From an optimization exercise on the open Yosys and OpenROAD flow, aimed at small area, a short achievable clock period and few clock cycles per item; shortcuts taken in it are not production practice. At most, simulation tests tie the RTL to the original design; equivalence was not proved. No activity file was given, so power comes from the tool's default toggle rates.

==> module dmem_responder, before the edit <==
module dmem_responder #(
    parameter int unsigned DEPTH   = 64,
    parameter int unsigned ADDR_W  = 32,
    parameter int unsigned LATENCY = 2
) (
    input  logic              clk,
    input  logic              rst,
    input  logic              req_valid,
    output logic              req_ready,
    input  logic              req_we,
    input  logic [ADDR_W-1:0] req_addr,
    input  logic [2:0]        req_funct3,
    input  logic [31:0]       req_wdata,
    output logic              rsp_valid,
    input  logic              rsp_ready,
    output logic [31:0]       rsp_rdata,
    output logic              rsp_err,
    output logic              busy
);
    localparam int unsigned IDX_W = $clog2(DEPTH);
    logic [31:0] mem [DEPTH];
    logic unused_c;
    assign unused_c = ^{req_addr[ADDR_W-1:IDX_W+2]};
    logic [IDX_W-1:0] idx;
    logic [1:0]       off;
    logic [2:0]       f3;
    assign idx = req_addr[IDX_W+1:2];
    assign off = req_addr[1:0];
    assign f3  = req_funct3;
    logic err;
    assign err = (f3[1:0] == 2'b11) || (f3 == 3'b110) || (req_we && f3[2]) ||
                 (f3[1:0] == 2'b01 && off[0]) || (f3[1:0] == 2'b10 && off != 2'b00);
    logic acc;
    assign acc = req_valid && req_ready;
    logic [3:0]  st_be;
    logic [31:0] st_wd;
    always_comb begin
        case (f3[1:0])
            2'b00: begin
                st_be = 4'b0001 << off;
                st_wd = {4{req_wdata[7:0]}};
            end
            2'b01: begin
                st_be = off[1] ? 4'b1100 : 4'b0011;
                st_wd = {2{req_wdata[15:0]}};
            end
            default: begin
                st_be = 4'b1111;
                st_wd = req_wdata;
            end
        endcase
    end
    logic do_st;
    assign do_st = acc && req_we && !err && rst;    
    always_ff @(posedge clk) begin
        for (int w = 0; w < DEPTH; w++) begin
            for (int b = 0; b < 4; b++) begin
                if (do_st && idx == IDX_W'(w) && st_be[b]) mem[w][8*b +: 8] <= st_wd[8*b +: 8];
            end
        end
    end
    logic        s1_v, s1_ld, s1_err, s1_uns;
    logic [1:0]  s1_off, s1_sz;
    logic [31:0] s1_word;
    logic        take, s1_move;
    assign take    = rsp_valid && rsp_ready;
    assign s1_move = !rsp_valid || rsp_ready;       
    assign req_ready = !s1_v || s1_move;
    always_ff @(posedge clk) begin
        if (req_ready) begin
            s1_word <= mem[idx];
            s1_ld   <= !req_we && !err;
            s1_err  <= err;
            s1_off  <= off;
            s1_sz   <= f3[1:0];
            s1_uns  <= f3[2];
        end
    end
    logic [7:0]  rd_byte;
    logic [15:0] rd_half;
    logic [31:0] ext;
    always_comb begin
        case (s1_off)
            2'd0:    rd_byte = s1_word[7:0];
            2'd1:    rd_byte = s1_word[15:8];
            2'd2:    rd_byte = s1_word[23:16];
            default: rd_byte = s1_word[31:24];
        endcase
        rd_half = s1_off[1] ? s1_word[31:16] : s1_word[15:0];
        case (s1_sz)
            2'b00:   ext = {{24{rd_byte[7] & !s1_uns}}, rd_byte};
            2'b01:   ext = {{16{rd_half[15] & !s1_uns}}, rd_half};
            default: ext = s1_word;
        endcase
        if (!s1_ld) ext = 32'd0;
    end
    logic n_s1_v, n_o_v;
    assign n_s1_v = acc || (s1_v && !s1_move);
    assign n_o_v  = (s1_v && s1_move) || (rsp_valid && !take);
    always_ff @(posedge clk or negedge rst) begin
        if (!rst) begin
            s1_v      <= 1'b0;
            rsp_valid <= 1'b0;
            busy      <= 1'b0;
        end else begin
            s1_v      <= n_s1_v;
            rsp_valid <= n_o_v;
            busy      <= n_s1_v || n_o_v;
        end
    end
    always_ff @(posedge clk) begin
        if (s1_move) begin
            rsp_rdata <= ext;
            rsp_err   <= s1_err;
        end
    end
endmodule
make LEC_CHECK=0 CAP_MARGIN=20 CORE_MARGIN=2 CORE_UTILIZATION=40 SETUP_SLACK_MARGIN=2.6 SLEW_MARGIN=20 finish   # period 5.0 ns
run.sh (not shown) runs the stock make flow with config.mk's settings and CLKGATE_MAP_FILE= SYNTH_SCRIPT=/design/flow/synth_recipe.tcl, a recipe that flattens the netlist after the stock synthesis.
The starting point reached the layout checks and failed them: max-capacitance violations, max-slew violations.
Change:
--- a/flow/design.v
+++ b/flow/design.v
@@ -50,9 +50,9 @@
             end
         endcase
     end
     logic do_st;
-    assign do_st = acc && req_we && !err && rst;    
+    assign do_st = acc && req_we && !err;
     always_ff @(posedge clk) begin
         for (int w = 0; w < DEPTH; w++) begin
             for (int b = 0; b < 4; b++) begin
                 if (do_st && idx == IDX_W'(w) && st_be[b]) mem[w][8*b +: 8] <= st_wd[8*b +: 8];
@@ -61,12 +61,11 @@
     end
     logic        s1_v, s1_ld, s1_err, s1_uns;
     logic [1:0]  s1_off, s1_sz;
     logic [31:0] s1_word;
-    logic        take, s1_move;
-    assign take    = rsp_valid && rsp_ready;
-    assign s1_move = !rsp_valid || rsp_ready;       
-    assign req_ready = !s1_v || s1_move;
+    logic        o_v, sk_v;
+    logic        s1_hold;
+    assign s1_hold = s1_v && o_v && sk_v;
     always_ff @(posedge clk) begin
         if (req_ready) begin
             s1_word <= mem[idx];
             s1_ld   <= !req_we && !err;
@@ -93,25 +92,48 @@
             default: ext = s1_word;
         endcase
         if (!s1_ld) ext = 32'd0;
     end
-    logic n_s1_v, n_o_v;
-    assign n_s1_v = acc || (s1_v && !s1_move);
-    assign n_o_v  = (s1_v && s1_move) || (rsp_valid && !take);
+    logic [31:0] sk_data;
+    logic        sk_err;
+    logic        take;
+    assign take = o_v && rsp_ready;
+    logic s1_move;
+    assign s1_move = s1_v && !(o_v && sk_v);
+    logic n_s1_v, n_o_v, n_sk_v;
+    always_comb begin
+        n_s1_v = acc || (s1_v && s1_hold);
+        n_o_v  = (o_v && !take) || sk_v || s1_move;
+        n_sk_v = (sk_v && !take) || (s1_move && o_v && !take);
+    end
     always_ff @(posedge clk or negedge rst) begin
         if (!rst) begin
             s1_v      <= 1'b0;
-            rsp_valid <= 1'b0;
+            o_v       <= 1'b0;
+            sk_v      <= 1'b0;
+            req_ready <= 1'b0;
             busy      <= 1'b0;
         end else begin
             s1_v      <= n_s1_v;
-            rsp_valid <= n_o_v;
-            busy      <= n_s1_v || n_o_v;
+            o_v       <= n_o_v;
+            sk_v      <= n_sk_v;
+            req_ready <= !(n_s1_v && n_o_v && n_sk_v);
+            busy      <= n_s1_v || n_o_v || n_sk_v;
         end
     end
+    assign rsp_valid = o_v;
     always_ff @(posedge clk) begin
-        if (s1_move) begin
-            rsp_rdata <= ext;
-            rsp_err   <= s1_err;
+        if (!o_v || take) begin
+            if (sk_v) begin
+                rsp_rdata <= sk_data;
+                rsp_err   <= sk_err;
+            end else begin
+                rsp_rdata <= ext;
+                rsp_err   <= s1_err;
+            end
+        end
+        if (!sk_v || take) begin
+            sk_data <= ext;
+            sk_err  <= s1_err;
         end
     end
 endmodule
Result: With this change the flow completed without violations. Sequential share of layout area grows by 0.45 points. Power climbs by about 6.5%. Clock-buffer cell count goes up by 18. Non-clock buffer count fell by 28. Synthesized area rose by about 2.5%. Sequential power rose by about 4%. Final cell count came out higher by about 1.2%. Flip-flop and latch count goes up by 35. Global-route usage goes down by 0.74 points. Worst setup slack gains 520 ps.
No run of this note included a check of the RTL's function; only the layout flow was run.

Another version of the RTL of dmem_responder (not shown whole).
Size in the first run: roughly 4700 cells after synthesis, ~2400 flip-flops.
==> module dmem_responder, before the edit <==
module dmem_responder #(
    parameter int unsigned DEPTH   = 64,
    parameter int unsigned ADDR_W  = 32,
    parameter int unsigned LATENCY = 2
) (
    input  logic              clk,
    input  logic              rst,
    input  logic              req_valid,
    output logic              req_ready,
    input  logic              req_we,
    input  logic [ADDR_W-1:0] req_addr,
    input  logic [2:0]        req_funct3,
    input  logic [31:0]       req_wdata,
    output logic              rsp_valid,
    input  logic              rsp_ready,
    output logic [31:0]       rsp_rdata,
    output logic              rsp_err,
    output logic              busy
);
    localparam int unsigned IDX_W = $clog2(DEPTH);
    logic [31:0] mem [DEPTH];
    logic unused_c;
    assign unused_c = ^{req_addr[ADDR_W-1:IDX_W+2]};
    logic [IDX_W-1:0] idx;
    logic [1:0]       off;
    logic [2:0]       f3;
    assign idx = req_addr[IDX_W+1:2];
    assign off = req_addr[1:0];
    assign f3  = req_funct3;
    logic err;
    assign err = (f3[1:0] == 2'b11) || (f3 == 3'b110) || (req_we && f3[2]) ||
                 (f3[1:0] == 2'b01 && off[0]) || (f3[1:0] == 2'b10 && off != 2'b00);
    logic acc;
    assign acc = req_valid && req_ready;
    logic [3:0]  st_be;
    logic [31:0] st_wd;
    always_comb begin
        case (f3[1:0])
            2'b00: begin
                st_be = 4'b0001 << off;
                st_wd = {4{req_wdata[7:0]}};
            end
            2'b01: begin
                st_be = off[1] ? 4'b1100 : 4'b0011;
                st_wd = {2{req_wdata[15:0]}};
            end
            default: begin
                st_be = 4'b1111;
                st_wd = req_wdata;
            end
        endcase
    end
    logic do_st;
    assign do_st = acc && req_we && !err && rst;    
    always_ff @(posedge clk) begin
        for (int w = 0; w < DEPTH; w++) begin
            for (int b = 0; b < 4; b++) begin
                if (do_st && idx == IDX_W'(w) && st_be[b]) mem[w][8*b +: 8] <= st_wd[8*b +: 8];
            end
        end
    end
    localparam int unsigned NC = 4;
    logic [31:0] rd_l1 [DEPTH/4];
    logic [31:0] rd_c  [NC];
    always_comb begin
        for (int g = 0; g < DEPTH/4; g++) begin
            case (idx[1:0])
                2'd0:    rd_l1[g] = mem[4*g];
                2'd1:    rd_l1[g] = mem[4*g+1];
                2'd2:    rd_l1[g] = mem[4*g+2];
                default: rd_l1[g] = mem[4*g+3];
            endcase
        end
        for (int c = 0; c < NC; c++) begin
            case (idx[3:2])
                2'd0:    rd_c[c] = rd_l1[4*c];
                2'd1:    rd_c[c] = rd_l1[4*c+1];
                2'd2:    rd_c[c] = rd_l1[4*c+2];
                default: rd_c[c] = rd_l1[4*c+3];
            endcase
        end
    end
    logic       ld;
    logic [NC-1:0] hs;                               
    logic [3:0] lane0;
    logic [1:0] lane1;
    logic [3:0] sgl;
    logic [4*NC-1:0] n_b0, n_sg;
    logic [2*NC-1:0] n_b1;
    logic [NC-1:0]   n_wd;
    logic       n_x1, n_x2;
    always_comb begin
        ld    = !req_we && !err;
        hs    = NC'(1) << idx[5:4];
        lane0 = 4'd0;
        lane1 = 2'd0;
        sgl   = 4'd0;
        n_x1  = 1'b0;
        n_x2  = 1'b0;
        case (f3[1:0])
            2'b00: begin                             
                lane0 = 4'b0001 << off;
                if (!f3[2]) begin
                    sgl  = 4'b0001 << off;
                    n_x1 = 1'b1;
                    n_x2 = 1'b1;
                end
            end
            2'b01: begin                             
                lane0 = off[1] ? 4'b0100 : 4'b0001;
                lane1 = off[1] ? 2'b10 : 2'b01;
                if (!f3[2]) begin
                    sgl  = off[1] ? 4'b1000 : 4'b0010;
                    n_x2 = 1'b1;
                end
            end
            default: begin                           
                lane0 = 4'b0001;
                lane1 = 2'b01;
            end
        endcase
        if (!ld) begin
            lane0 = 4'd0;
            lane1 = 2'd0;
            sgl   = 4'd0;
        end
        for (int c = 0; c < NC; c++) begin
            n_b0[4*c +: 4] = hs[c] ? lane0 : 4'd0;
            n_b1[2*c +: 2] = hs[c] ? lane1 : 2'd0;
            n_sg[4*c +: 4] = hs[c] ? sgl : 4'd0;
            n_wd[c]        = hs[c] && ld && f3[1:0] == 2'b10;
        end
    end
    logic        s1_v, s1_err;
    logic [31:0]     s1_c [NC];
    logic [4*NC-1:0] s1_b0, s1_sg;
    logic [2*NC-1:0] s1_b1;
    logic [NC-1:0]   s1_wd;
    logic        s1_x1, s1_x2;
    always_ff @(posedge clk) begin
        for (int c = 0; c < NC; c++) s1_c[c] <= rd_c[c];
        s1_err  <= err;
        s1_b0   <= n_b0;
        s1_b1   <= n_b1;
        s1_sg   <= n_sg;
        s1_wd   <= n_wd;
        s1_x1   <= n_x1 && ld;
        s1_x2   <= n_x2 && ld;
    end
    logic        sign;
    logic [31:0] ext;
    always_comb begin
        sign = 1'b0;
        ext  = 32'd0;
        for (int c = 0; c < NC; c++) begin
            for (int l = 0; l < 4; l++) begin
                sign      = sign | (s1_sg[4*c+l] & s1_c[c][8*l+7]);
                ext[7:0]  = ext[7:0] | (s1_c[c][8*l +: 8] & {8{s1_b0[4*c+l]}});
            end
            ext[15:8]  = ext[15:8] | (s1_c[c][15:8] & {8{s1_b1[2*c]}})
                                   | (s1_c[c][31:24] & {8{s1_b1[2*c+1]}});
            ext[31:16] = ext[31:16] | (s1_c[c][31:16] & {16{s1_wd[c]}});
        end
        ext[15:8]  = ext[15:8]  | {8{sign & s1_x1}};
        ext[31:16] = ext[31:16] | {16{sign & s1_x2}};
    end
    logic        v0, v1, v2;
    logic [31:0] q1_data, q2_data;
    logic        q1_err, q2_err;
    logic        take;
    assign take = v0 && rsp_ready;
    logic [1:0] k, k_next;
    always_comb begin
        k      = 2'(v0) + 2'(v1) + 2'(v2);
        k_next = k - 2'(take) + 2'(s1_v);
    end
    always_ff @(posedge clk) begin
        if (!rst) begin
            s1_v      <= 1'b0;
            v0        <= 1'b0;
            v1        <= 1'b0;
            v2        <= 1'b0;
            req_ready <= 1'b0;
            busy      <= 1'b0;
        end else begin
            s1_v      <= acc;
            v0        <= k_next >= 2'd1;
            v1        <= k_next >= 2'd2;
            v2        <= k_next == 2'd3;
            req_ready <= (3'(k_next) + 3'(acc)) <= 3'd2;
            busy      <= (k_next != 2'd0) || acc;
        end
    end
    assign rsp_valid = v0;
    logic [31:0] q0_data_n, head_data;
    logic        q0_err_n, head_err;
    always_comb begin
        if (!v0 || take) begin
            head_data = v1 ? q1_data : ext;
            head_err  = v1 ? q1_err  : s1_err;
        end else begin
            head_data = ~q0_data_n;
            head_err  = !q0_err_n;
        end
    end
    always_ff @(posedge clk) begin
        rsp_rdata <= head_data;
        rsp_err   <= head_err;
        q0_data_n <= ~head_data;
        q0_err_n  <= !head_err;
        if (take) begin
            q1_data <= v2 ? q2_data : ext;
            q1_err  <= v2 ? q2_err  : s1_err;
        end else if (!v1) begin
            q1_data <= ext;
            q1_err  <= s1_err;
        end
        if (!v2 || take) begin
            q2_data <= ext;
            q2_err  <= s1_err;
        end
    end
endmodule
Settings: LEC_CHECK=0, CAP_MARGIN=20, CORE_MARGIN=2, CORE_UTILIZATION=65, CTS_CLUSTER_DIAMETER=80, CTS_CLUSTER_SIZE=30, SETUP_SLACK_MARGIN=2.8, SLEW_MARGIN=20; clock period 5.0 ns.
The baseline went through all stages and came out clean.
Rerun with:
--- a/flow/design.v
+++ b/flow/design.v
@@ -193,20 +193,9 @@
     end
     assign rsp_valid = v0;
-    logic [31:0] q0_data_n, head_data;
-    logic        q0_err_n, head_err;
-    always_comb begin
+    always_ff @(posedge clk) begin
         if (!v0 || take) begin
-            head_data = v1 ? q1_data : ext;
-            head_err  = v1 ? q1_err  : s1_err;
-        end else begin
-            head_data = ~q0_data_n;
-            head_err  = !q0_err_n;
-        end
-    end
-    always_ff @(posedge clk) begin
-        rsp_rdata <= head_data;
-        rsp_err   <= head_err;
-        q0_data_n <= ~head_data;
-        q0_err_n  <= !head_err;
+            rsp_rdata <= v1 ? q1_data : ext;
+            rsp_err   <= v1 ? q1_err  : s1_err;
+        end
         if (take) begin
             q1_data <= v2 ? q2_data : ext;
The new run finished clean.
Area after synthesis drops by 1.6%.
Non-clock buffer count goes up by 33.
Cell area falls by 2.9%.
Synthesized cell count went down by 6.5%.
Wire length decreases by 4.4%.
Via count falls by 4.2%.
Total power went down by 2.0%.
Fmax barely changes.
Testbench counts after the change, summed over its fixed seeds: cycles 4,816, items 4,800.
The RTL of the first run of this note was laid out without a check of its function.

## re-timing with driven ports
The flow's constraints put no driver on any port. The routed layouts listed below were extracted and timed again, unchanged, in two steps.
Step 1 sets driving cells, clkbuf_16 on the clock port and buf_2 on the other inputs (assumed; they add their load-dependent delay and slew).
Step 2 times the ports against the registers' clock, not the clock port: input delays grow and output delays shrink by t, the midpoint of the rising clock arrivals with the driver on.
Slacks: no drivers / after step 1 / after step 2; pairs: no drivers / after step 1.
run | shift t [ns] | slack for setup (ns) | hold WS [ns] | slew at the worst register clock pin (ns) | worst slew at a driven data input, ns
the first run of note 1 | 0.976 | 1.524 / 1.396 / 0.420 | 0.308 / 0.237 / 0.426 | 0.08 / 0.08 | 0.41
the second run of note 1 | 0.970 | 2.044 / 1.759 / 0.790 | 0.348 / 0.288 / 0.455 | 0.07 / 0.07 | 0.42
the first run of note 2 | 0.857 | 2.683 / 2.573 / 1.716 | 0.437 / 0.437 / 0.437 | 0.12 / 0.12 | 0.37
the second run of note 2 | 0.839 | 2.689 / 2.528 / 1.689 | 0.473 / 0.473 / 0.473 | 0.12 / 0.12 | 0.32
The setup slack of the second run of note 1, which loses most, moves by -0.285 ns with the drivers and by -1.254 ns with both steps.
